This is an optimization exercise on Yosys and OpenROAD, whose aim is small area, a short achievable clock period and few clock cycles per item, not a production implementation.
The RTL was checked by simulation tests, not by an equivalence proof against the original design.

==> inputs of delta <==
Design q16_16_fixed_point_alu, start of the top module:
module q16_16_fixed_point_alu (
   input  logic                                 clock,
   input  logic                                 reset,
   input  logic                                 req_valid,
   output logic                                 req_ready,
   input  logic [q16_pkg::OpWidth-1:0]          req_type,
   input  logic signed [q16_pkg::DataWidth-1:0] operand_a,
   input  logic signed [q16_pkg::DataWidth-1:0] operand_b,
   output logic                                 rsp_valid,
   input  logic                                 rsp_ready,
   output logic signed [q16_pkg::DataWidth-1:0] result_value,
   output logic [q16_pkg::StatWidth-1:0]        status
);
==> flow/config.mk <==
export PLATFORM = sky130hd
export DESIGN_NAME = q16_16_fixed_point_alu
export DESIGN_NICKNAME = q16_16_fixed_point_alu
export VERILOG_FILES = /design/flow/design.v
export SDC_FILE = /design/flow/constraint.sdc
export NUM_CORES = 4
export LEC_CHECK = 0
export ABC_AREA = 1
export CAP_MARGIN = 20
export CORE_MARGIN = 2
export CORE_UTILIZATION = 55
export SETUP_SLACK_MARGIN = 5
export SLEW_MARGIN = 20
==> flow/constraint.sdc <==
create_clock -name core_clock -period 12.0 [get_ports {clock}]
set_input_delay 2.4000 -clock core_clock [delete_from_list [all_inputs] [get_ports {clock}]]
set_output_delay 2.4000 -clock core_clock [all_outputs]
set_load 0.01 [all_outputs]
run.sh (not shown) runs the stock make flow with config.mk's settings and CLKGATE_MAP_FILE= SYNTH_SCRIPT=/design/flow/synth_recipe.tcl, a recipe that flattens the netlist after the stock synthesis.
==> inputs of maple, as changes to delta <==
--- a/flow/design.v
+++ b/flow/design.v
@@ -43,32 +43,35 @@
    localparam logic [1:0] KRem  = 2'd2;
    localparam logic [1:0] KZero = 2'd3;
    logic [31:0] aq, bq;
    logic [2:0]  opq;
    logic        sbq;       
    logic        bzq;       
-   logic        e_busy, e_first, e_ovf;
+   logic        e_busy, e_first, e_ovf, e_nost;
    logic [4:0]  e_cnt;
    logic [66:0] S;         
    logic        f_valid, f_s, f_ovf, f_div0;
    logic [1:0]  f_kind;
    logic is_add, is_sub, is_mul, is_div, is_rem, is_zero, is_dr;
    assign is_add  = (opq == q16_pkg::OpAdd);
    assign is_sub  = (opq == q16_pkg::OpSub);
    assign is_mul  = (opq == q16_pkg::OpMul);
    assign is_div  = (opq == q16_pkg::OpDiv);
    assign is_rem  = (opq == q16_pkg::OpRem);
    assign is_zero = (opq[2] & (opq[1] | opq[0]));
    assign is_dr   = is_div | is_rem;
-   logic e_done, e_adv, cap;
+   logic e_done, e_adv, f_fire, cap;
+   logic        h_valid;
+   logic [33:0] h_val;
    always_comb begin
-      if (is_dr)       e_done = e_first ? bzq : (e_cnt <= 5'd1);
+      if (is_dr)       e_done = e_first ? (bzq | e_nost) : (e_cnt <= 5'd1);
       else if (is_mul) e_done = (e_cnt == 5'd0);
       else             e_done = 1'b1;
    end
-   assign e_adv     = ~f_valid | rsp_ready;
+   assign f_fire    = f_valid & (~h_valid | rsp_ready);
+   assign e_adv     = ~f_valid | f_fire;
    assign req_ready = e_adv & (~e_busy | e_done);
    assign cap       = req_valid & req_ready;
    logic [32:0] sum;
    assign sum = is_sub ? ({aq[31], aq} - {bq[31], bq}) : ({aq[31], aq} + {bq[31], bq});
    function automatic logic [14:0] booth_enc(input logic [8:0] b9);
       logic [10:0] bx;
@@ -132,26 +135,45 @@
          mneg[2*j] = mctl[3*j+2];
       end
    end
    localparam logic [63:0] MK = 64'd0 - (64'd1 << 33) - (64'd1 << 35) - (64'd1 << 37)
                                       - (64'd1 << 39) - (64'd1 << 41);
    assign macc  = e_first ? 64'd0 : S[63:0];
-   assign mnext = {macc[55:0], 8'd0} + mrow[0] + mrow[1] + mrow[2] + mrow[3] + mrow[4]
-                  + mneg + MK;
+   function automatic logic [127:0] csa(input logic [63:0] x, input logic [63:0] y,
+                                        input logic [63:0] w);
+      logic [63:0] sm, cy;
+      sm = x ^ y ^ w;
+      cy = (x & y) | (x & w) | (y & w);
+      csa = {sm, cy[62:0], 1'b0};
+   endfunction
+   logic [63:0] mr1, mr2, mr3, mr4, mrk, ms1, mc1, ms2, mc2, ms3, mc3, ms4, mc4, ms5, mc5;
+   always_comb begin
+      mr1 = mrow[1] | {63'd0, mneg[0]};
+      mr2 = mrow[2] | {61'd0, mneg[2], 2'b00};
+      mr3 = mrow[3] | {59'd0, mneg[4], 4'b0000};
+      mr4 = mrow[4] | {57'd0, mneg[6], 6'b000000};
+      mrk = MK | {55'd0, mneg[8], 8'd0};
+      {ms1, mc1} = csa(mrow[0], mr1, mr2);
+      {ms2, mc2} = csa(mr3, mr4, {macc[55:0], 8'd0});
+      {ms3, mc3} = csa(ms1, mc1, ms2);
+      {ms4, mc4} = csa(ms3, mc3, mc2);
+      {ms5, mc5} = csa(ms4, mc4, mrk);
+   end
+   assign mnext = ms5 + mc5;
    function automatic logic [5:0] len_sig(input logic [31:0] x);
       logic [31:0] y;
       logic [5:0]  l;
       y = x ^ {32{x[31]}};
       l = 6'd0;
       for (int i = 0; i < 32; i++) if (y[i]) l = i + 1;
       len_sig = l;
    endfunction
    logic [31:0] amag, bmag;
    logic [5:0]  la, lb;
    logic signed [7:0] z, la_s, lb_s, sa_s;
-   logic [2:0]  ssel;      
+   logic [3:0]  ssel;      
    logic        preovf;
    logic [4:0]  steps;
    logic [66:0] sinit;
    assign amag = aq[31] ? (~aq + 32'd1) : aq;
    assign bmag = bq[31] ? (~bq + 32'd1) : bq;
    assign la   = len_sig(operand_a);
@@ -160,44 +182,20 @@
    always_comb begin
       la_s = {2'b00, la_q};
       lb_s = {2'b00, lb_q};
       sa_s = {7'd0, aq[31]};
       z = (is_div ? 8'sd18 : 8'sd31) - la_s - sa_s + lb_s;
       preovf = is_div & z[7];
-      if (z >= 8'sd32)      ssel = 3'd4;
-      else if (z >= 8'sd24) ssel = 3'd3;
-      else if (z >= 8'sd16) ssel = 3'd2;
-      else if (z >= 8'sd8)  ssel = 3'd1;
-      else                  ssel = 3'd0;
-      case ({preovf, is_div, ssel})
-         5'b00000: steps = 5'd16;
-         5'b00001: steps = 5'd12;
-         5'b00010: steps = 5'd8;
-         5'b00011: steps = 5'd4;
-         5'b00100: steps = 5'd0;
-         5'b01000: steps = 5'd18;
-         5'b01001: steps = 5'd14;
-         5'b01010: steps = 5'd10;
-         5'b01011: steps = 5'd6;
-         5'b01100: steps = 5'd2;
-         default:  steps = 5'd0;
-      endcase
+      if (z >= 8'sd32)      ssel = 4'd8;
+      else if (z[7])        ssel = 4'd0;
+      else                  ssel = {1'b0, z[4:2]};
+      if (preovf) steps = 5'd0;
+      else        steps = (is_div ? 5'd18 : 5'd16) - {ssel, 1'b0};
    end
    always_comb begin
-      case ({is_div, ssel})
-         4'b0000: sinit = {35'd0, amag} << 4;
-         4'b0001: sinit = {35'd0, amag} << 12;
-         4'b0010: sinit = {35'd0, amag} << 20;
-         4'b0011: sinit = {35'd0, amag} << 28;
-         4'b0100: sinit = {35'd0, amag} << 36;
-         4'b1000: sinit = {35'd0, amag} << 17;
-         4'b1001: sinit = {35'd0, amag} << 25;
-         4'b1010: sinit = {35'd0, amag} << 33;
-         4'b1011: sinit = {35'd0, amag} << 41;
-         default: sinit = {35'd0, amag} << 49;
-      endcase
+      sinit = is_div ? ({35'd0, amag} << (17 + 4 * ssel)) : ({35'd0, amag} << (4 + 4 * ssel));
    end
    logic [31:0] r1, r2;
    logic [32:0] t1, t2;
    logic        q1, q2;
    logic [30:0] rem1, rem2;
    logic [66:0] snext_div;
@@ -217,12 +215,14 @@
          opq   <= req_type;
          sbq   <= operand_b[31];
          bzq   <= (operand_b == 32'd0);
          e_cnt <= {3'd0, mj_in};
          la_q  <= la;
          lb_q  <= lb;
+         e_nost <= (req_type == q16_pkg::OpRem) ? ({1'b0, lb} > {1'b0, la} + {6'd0, operand_a[31]}) :
+                   ({1'b0, la} + {6'd0, operand_a[31]} >= {1'b0, lb} + 7'd19);
       end else if (e_busy && e_adv) begin
          if (is_dr) begin
             if (e_first) begin
                bq    <= bmag;
                e_cnt <= steps;
                e_ovf <= preovf;
@@ -258,24 +258,24 @@
          if (e_done) e_busy <= 1'b0;
       end
    end
    always_ff @(posedge clock) begin
       if (e_busy && e_done && e_adv) begin
          f_div0 <= is_dr & bzq;
-         f_ovf  <= is_div & ~e_first & e_ovf;
+         f_ovf  <= is_div & (e_first ? e_nost : e_ovf);
          f_s    <= is_div ? (aq[31] ^ sbq) : aq[31];
          if (is_mul || is_add || is_sub) f_kind <= KMul;
          else if (is_div)                f_kind <= KDiv;
          else if (is_rem)                f_kind <= KRem;
          else                            f_kind <= KZero;
       end
    end
    always_ff @(posedge clock) begin
       if (reset)                         f_valid <= 1'b0;
       else if (e_busy && e_done && e_adv) f_valid <= 1'b1;
-      else if (rsp_ready)                f_valid <= 1'b0;
+      else if (f_fire)                   f_valid <= 1'b0;
    end
    logic [31:0] fx, fres, fval;
    logic        fc, fs, fovf;
    logic [1:0]  fst;
    always_comb begin
       fx   = 32'd0;
@@ -313,10 +313,18 @@
          fst  = q16_pkg::StOk;
       end else begin
          fval = fres;
          fst  = q16_pkg::StOk;
       end
    end
-   assign rsp_valid    = f_valid;
-   assign result_value = fval;
-   assign status       = fst;
+   always_ff @(posedge clock) begin
+      if (reset)          h_valid <= 1'b0;
+      else if (f_fire)    h_valid <= 1'b1;
+      else if (rsp_ready) h_valid <= 1'b0;
+   end
+   always_ff @(posedge clock) begin
+      if (f_fire) h_val <= {fst, fval};
+   end
+   assign rsp_valid    = h_valid;
+   assign result_value = h_val[31:0];
+   assign status       = h_val[33:32];
 endmodule
==> flow/flow/run.sh (new file) <==
#!/bin/bash
# Standard layout (standard.sh), with timing repair aimed 6 ns below the clock period.
set -euo pipefail
export SETUP_SLACK_MARGIN=6
bash standard.sh finish > standard.log 2>&1
==> flow/standard.sh (new file) <==
#!/bin/bash
# synth_recipe.tcl (not shown) runs the flow's synth.tcl, then flattens the netlist and writes it again
# the make line also repeats each setting of config.mk as NAME=value (left out here)
make -C /OpenROAD-flow-scripts/flow DESIGN_CONFIG=/design/flow/config.mk WORK_HOME=/design/flow/orfs CLKGATE_MAP_FILE= SYNTH_SCRIPT=/design/flow/synth_recipe.tcl "${@:-finish}"
--- a/flow/config.mk
+++ b/flow/config.mk
@@ -6,8 +6,7 @@
 export NUM_CORES = 4
 export LEC_CHECK = 0
 export ABC_AREA = 1
 export CAP_MARGIN = 20
 export CORE_MARGIN = 2
 export CORE_UTILIZATION = 55
-export SETUP_SLACK_MARGIN = 5
 export SLEW_MARGIN = 20
removed: flow/run.sh
==> inputs of harbor, as changes to delta <==
--- a/flow/design.v
+++ b/flow/design.v
@@ -48,27 +48,30 @@
    logic        bzq;       
    logic        e_busy, e_first, e_ovf;
    logic [4:0]  e_cnt;
    logic [66:0] S;         
    logic        f_valid, f_s, f_ovf, f_div0;
    logic [1:0]  f_kind;
+   logic        h_valid, k_valid;
+   logic [33:0] h_val, k_val;
    logic is_add, is_sub, is_mul, is_div, is_rem, is_zero, is_dr;
    assign is_add  = (opq == q16_pkg::OpAdd);
    assign is_sub  = (opq == q16_pkg::OpSub);
    assign is_mul  = (opq == q16_pkg::OpMul);
    assign is_div  = (opq == q16_pkg::OpDiv);
    assign is_rem  = (opq == q16_pkg::OpRem);
    assign is_zero = (opq[2] & (opq[1] | opq[0]));
    assign is_dr   = is_div | is_rem;
-   logic e_done, e_adv, cap;
+   logic e_done, e_adv, f_fire, cap;
    always_comb begin
       if (is_dr)       e_done = e_first ? bzq : (e_cnt <= 5'd1);
       else if (is_mul) e_done = (e_cnt == 5'd0);
       else             e_done = 1'b1;
    end
-   assign e_adv     = ~f_valid | rsp_ready;
+   assign f_fire    = f_valid & ~k_valid;
+   assign e_adv     = ~(f_valid & k_valid);
    assign req_ready = e_adv & (~e_busy | e_done);
    assign cap       = req_valid & req_ready;
    logic [32:0] sum;
    assign sum = is_sub ? ({aq[31], aq} - {bq[31], bq}) : ({aq[31], aq} + {bq[31], bq});
    function automatic logic [14:0] booth_enc(input logic [8:0] b9);
       logic [10:0] bx;
@@ -78,40 +81,25 @@
          c[3*j]   = bx[2*j+1] ^ bx[2*j];
          c[3*j+1] = (bx[2*j+2] & ~bx[2*j+1] & ~bx[2*j]) | (~bx[2*j+2] & bx[2*j+1] & bx[2*j]);
          c[3*j+2] = bx[2*j+2] & ~(bx[2*j+1] & bx[2*j]);
       end
       booth_enc = c;
    endfunction
-   function automatic logic [1:0] top_byte(input logic [31:0] x);
-      if (x[31:23] != {9{x[31]}})      top_byte = 2'd3;
-      else if (x[23:15] != {9{x[23]}}) top_byte = 2'd2;
-      else if (x[15:7] != {9{x[15]}})  top_byte = 2'd1;
-      else                             top_byte = 2'd0;
-   endfunction
-   function automatic logic [7:0] byte_sel(input logic [31:0] x, input logic [1:0] j);
-      case (j)
-         2'd0: byte_sel = x[7:0];
-         2'd1: byte_sel = x[15:8];
-         2'd2: byte_sel = x[23:16];
-         default: byte_sel = x[31:24];
-      endcase
-   endfunction
-   logic [1:0]  mja, mjb, mj_in;
-   logic [7:0]  mtopa, mtopb, mtop_in, mnxt;
-   logic        swap_in;
-   logic [31:0] a_in, b_in;
+   logic [1:0] mj_in;
+   logic [7:0] mtop_in, mnxt;
    always_comb begin
-      mja     = top_byte(operand_a);
-      mjb     = top_byte(operand_b);
-      mtopa   = byte_sel(operand_a, mja);
-      mtopb   = byte_sel(operand_b, mjb);
-      swap_in = (req_type == q16_pkg::OpMul) && (mja < mjb);
-      mj_in   = swap_in ? mja : mjb;
-      mtop_in = swap_in ? mtopa : mtopb;
-      a_in    = swap_in ? operand_b : operand_a;
-      b_in    = swap_in ? operand_a : operand_b;
+      if (operand_b[31:23] != {9{operand_b[31]}})      mj_in = 2'd3;
+      else if (operand_b[23:15] != {9{operand_b[23]}}) mj_in = 2'd2;
+      else if (operand_b[15:7] != {9{operand_b[15]}})  mj_in = 2'd1;
+      else                                              mj_in = 2'd0;
+      case (mj_in)
+         2'd0: mtop_in = operand_b[7:0];
+         2'd1: mtop_in = operand_b[15:8];
+         2'd2: mtop_in = operand_b[23:16];
+         default: mtop_in = operand_b[31:24];
+      endcase
       case (e_cnt[1:0])
          2'd1: mnxt = bq[7:0];
          2'd2: mnxt = bq[15:8];
          default: mnxt = bq[23:16];
       endcase
    end
@@ -151,41 +139,27 @@
    logic [2:0]  ssel;      
    logic        preovf;
    logic [4:0]  steps;
    logic [66:0] sinit;
    assign amag = aq[31] ? (~aq + 32'd1) : aq;
    assign bmag = bq[31] ? (~bq + 32'd1) : bq;
-   assign la   = len_sig(operand_a);
-   assign lb   = len_sig(operand_b);
-   logic [5:0] la_q, lb_q;
+   assign la   = len_sig(aq);
+   assign lb   = len_sig(bq);
    always_comb begin
-      la_s = {2'b00, la_q};
-      lb_s = {2'b00, lb_q};
+      la_s = {2'b00, la};
+      lb_s = {2'b00, lb};
       sa_s = {7'd0, aq[31]};
       z = (is_div ? 8'sd18 : 8'sd31) - la_s - sa_s + lb_s;
       preovf = is_div & z[7];
       if (z >= 8'sd32)      ssel = 3'd4;
       else if (z >= 8'sd24) ssel = 3'd3;
       else if (z >= 8'sd16) ssel = 3'd2;
       else if (z >= 8'sd8)  ssel = 3'd1;
       else                  ssel = 3'd0;
-      case ({preovf, is_div, ssel})
-         5'b00000: steps = 5'd16;
-         5'b00001: steps = 5'd12;
-         5'b00010: steps = 5'd8;
-         5'b00011: steps = 5'd4;
-         5'b00100: steps = 5'd0;
-         5'b01000: steps = 5'd18;
-         5'b01001: steps = 5'd14;
-         5'b01010: steps = 5'd10;
-         5'b01011: steps = 5'd6;
-         5'b01100: steps = 5'd2;
-         default:  steps = 5'd0;
-      endcase
-   end
-   always_comb begin
+      if (preovf) steps = 5'd0;
+      else        steps = (is_div ? 5'd18 : 5'd16) - {ssel, 2'b00};
       case ({is_div, ssel})
          4'b0000: sinit = {35'd0, amag} << 4;
          4'b0001: sinit = {35'd0, amag} << 12;
          4'b0010: sinit = {35'd0, amag} << 20;
          4'b0011: sinit = {35'd0, amag} << 28;
          4'b0100: sinit = {35'd0, amag} << 36;
@@ -209,26 +183,23 @@
    assign t2   = {1'b0, r2} - {1'b0, bq};
    assign q2   = ~t2[32];
    assign rem2 = q2 ? t2[30:0] : r2[30:0];
    assign snext_div = {rem2, S[33:0], q1, q2};
    always_ff @(posedge clock) begin
       if (cap) begin
-         aq    <= a_in;
-         bq    <= b_in;
+         aq    <= operand_a;
+         bq    <= operand_b;
          opq   <= req_type;
          sbq   <= operand_b[31];
          bzq   <= (operand_b == 32'd0);
          e_cnt <= {3'd0, mj_in};
-         la_q  <= la;
-         lb_q  <= lb;
       end else if (e_busy && e_adv) begin
          if (is_dr) begin
             if (e_first) begin
                bq    <= bmag;
                e_cnt <= steps;
-               e_ovf <= preovf;
             end else if (e_cnt != 5'd0) begin
                e_cnt <= e_cnt - 5'd1;
             end
          end else if (is_mul) begin
             e_cnt <= e_cnt - 5'd1;
          end
@@ -244,12 +215,15 @@
             if (e_first)              S <= sinit;
             else if (e_cnt != 5'd0)   S <= snext_div;
          end
       end
    end
    always_ff @(posedge clock) begin
+      if (e_busy && e_adv && is_dr && e_first) e_ovf <= preovf;
+   end
+   always_ff @(posedge clock) begin
       if (reset) begin
          e_busy  <= 1'b0;
          e_first <= 1'b0;
       end else if (cap) begin
          e_busy  <= 1'b1;
          e_first <= 1'b1;
@@ -258,24 +232,24 @@
          if (e_done) e_busy <= 1'b0;
       end
    end
    always_ff @(posedge clock) begin
       if (e_busy && e_done && e_adv) begin
          f_div0 <= is_dr & bzq;
-         f_ovf  <= is_div & ~e_first & e_ovf;
+         f_ovf  <= is_div & e_ovf;
          f_s    <= is_div ? (aq[31] ^ sbq) : aq[31];
          if (is_mul || is_add || is_sub) f_kind <= KMul;
          else if (is_div)                f_kind <= KDiv;
          else if (is_rem)                f_kind <= KRem;
          else                            f_kind <= KZero;
       end
    end
    always_ff @(posedge clock) begin
       if (reset)                         f_valid <= 1'b0;
       else if (e_busy && e_done && e_adv) f_valid <= 1'b1;
-      else if (rsp_ready)                f_valid <= 1'b0;
+      else if (f_fire)                   f_valid <= 1'b0;
    end
    logic [31:0] fx, fres, fval;
    logic        fc, fs, fovf;
    logic [1:0]  fst;
    always_comb begin
       fx   = 32'd0;
@@ -313,10 +287,36 @@
          fst  = q16_pkg::StOk;
       end else begin
          fval = fres;
          fst  = q16_pkg::StOk;
       end
    end
-   assign rsp_valid    = f_valid;
-   assign result_value = fval;
-   assign status       = fst;
+   logic pop;
+   assign pop = h_valid & rsp_ready;
+   always_ff @(posedge clock) begin
+      if (reset) begin
+         h_valid <= 1'b0;
+         k_valid <= 1'b0;
+      end else begin
+         if (pop || !h_valid) begin
+            if (k_valid) begin
+               h_valid <= 1'b1;
+               k_valid <= 1'b0;
+            end else begin
+               h_valid <= f_fire;
+            end
+         end else if (f_fire) begin
+            k_valid <= 1'b1;
+         end
+      end
+   end
+   always_ff @(posedge clock) begin
+      if (pop || !h_valid) begin
+         if (k_valid)     h_val <= k_val;
+         else if (f_fire) h_val <= {fst, fval};
+      end
+      if (f_fire) k_val <= {fst, fval};
+   end
+   assign rsp_valid    = h_valid;
+   assign result_value = h_val[31:0];
+   assign status       = h_val[33:32];
 endmodule
==> results.txt <==
	maple	delta	harbor
Result of the run	no timing/DRC/antenna violations	no timing/DRC/antenna violations	no timing/DRC/antenna violations
DP Wirelength	113 mm	120 mm	113 mm
Vertical die dimension	253 um	252 um	256 um
Area fraction of clock buffers and clock inverters	0.0237	0.0164	0.0261
Met2 routed WL	61.5 mm	61.0 mm	59.6 mm
Area of the mapped netlist	34,200 sq um	33,800 sq um	34,900 sq um
Die area	64,100 sq um	63,400 sq um	65,500 sq um
Library cells used by synthesis	70	60	74
Number of flip-flops and latches	209	173	233
Global-route track usage on met2	0.652	0.677	0.622
Post-synthesis compound-gate area fraction	0.207	0.218	0.201
CP Class	register to register	register to primary output	register to register
Count of buffers not belonging to the clock network in the layout	319	199	256
Path length in cells of the critical path	27	26	26
Max Clk Rate	164 MHz	146 MHz	146 MHz
Clock sink count	209	173	233
Global-route wire length before repair	215 mm	215 mm	210 mm
CTS-repair resized insts	153	13	34
Maximum number of pins on one net before global-route repair	101	89	70
Final Hold Slack	484 ps	501 ps	485 ps
Antenna violations before repair	6	5	5
Worst rel slew slack	0.245	0.235	0.184
Testbench counts of delta, summed over its fixed seeds: cycles 15,166, ops 4,800.
Testbench counts of maple, summed over its fixed seeds: cycles 14,014, ops 4,800.
Testbench counts of harbor, summed over its fixed seeds: cycles 16,071, ops 4,800.

[separate check: timing with driven ports]
The results above use ideal ports. As a check the final layouts listed here were re-extracted and re-timed, cells and wires unchanged. Step 1 (the two cells are an assumption about what drives the block):
set clk [get_ports {clock}]
set_driving_cell -lib_cell sky130_fd_sc_hd__clkbuf_16 $clk
set_driving_cell -lib_cell sky130_fd_sc_hd__buf_2 [delete_from_list [all_inputs] $clk]
Step 2 adds t to the input delays and takes it off the output delays; t is the mean of the earliest and latest rising clock arrival at the registers after step 1. Input paths then give back, and output paths get back, about the clock's delay inside the block. a / b / c = ideal / step 1 / step 2; a / b = the first two.
| run | t, ns | slack for setup (ns) | hold WS [ns] | pins driven straight from the clock port |
|---|---|---|---|---|
| delta | 0.528 | 5.150 / 5.093 / 5.067 | 0.501 / 0.501 / 0.501 | 1 |
| maple | 0.680 | 5.900 / 5.900 / 5.543 | 0.484 / 0.484 / 0.484 | 1 |
| harbor | 0.655 | 5.128 / 5.128 / 5.128 | 0.485 / 0.485 / 0.485 | 1 |
After both steps every run listed still meets setup and hold. For maple, which loses most, drivers alone change the setup slack by 0.000 ns; drivers and shift together by -0.357 ns.
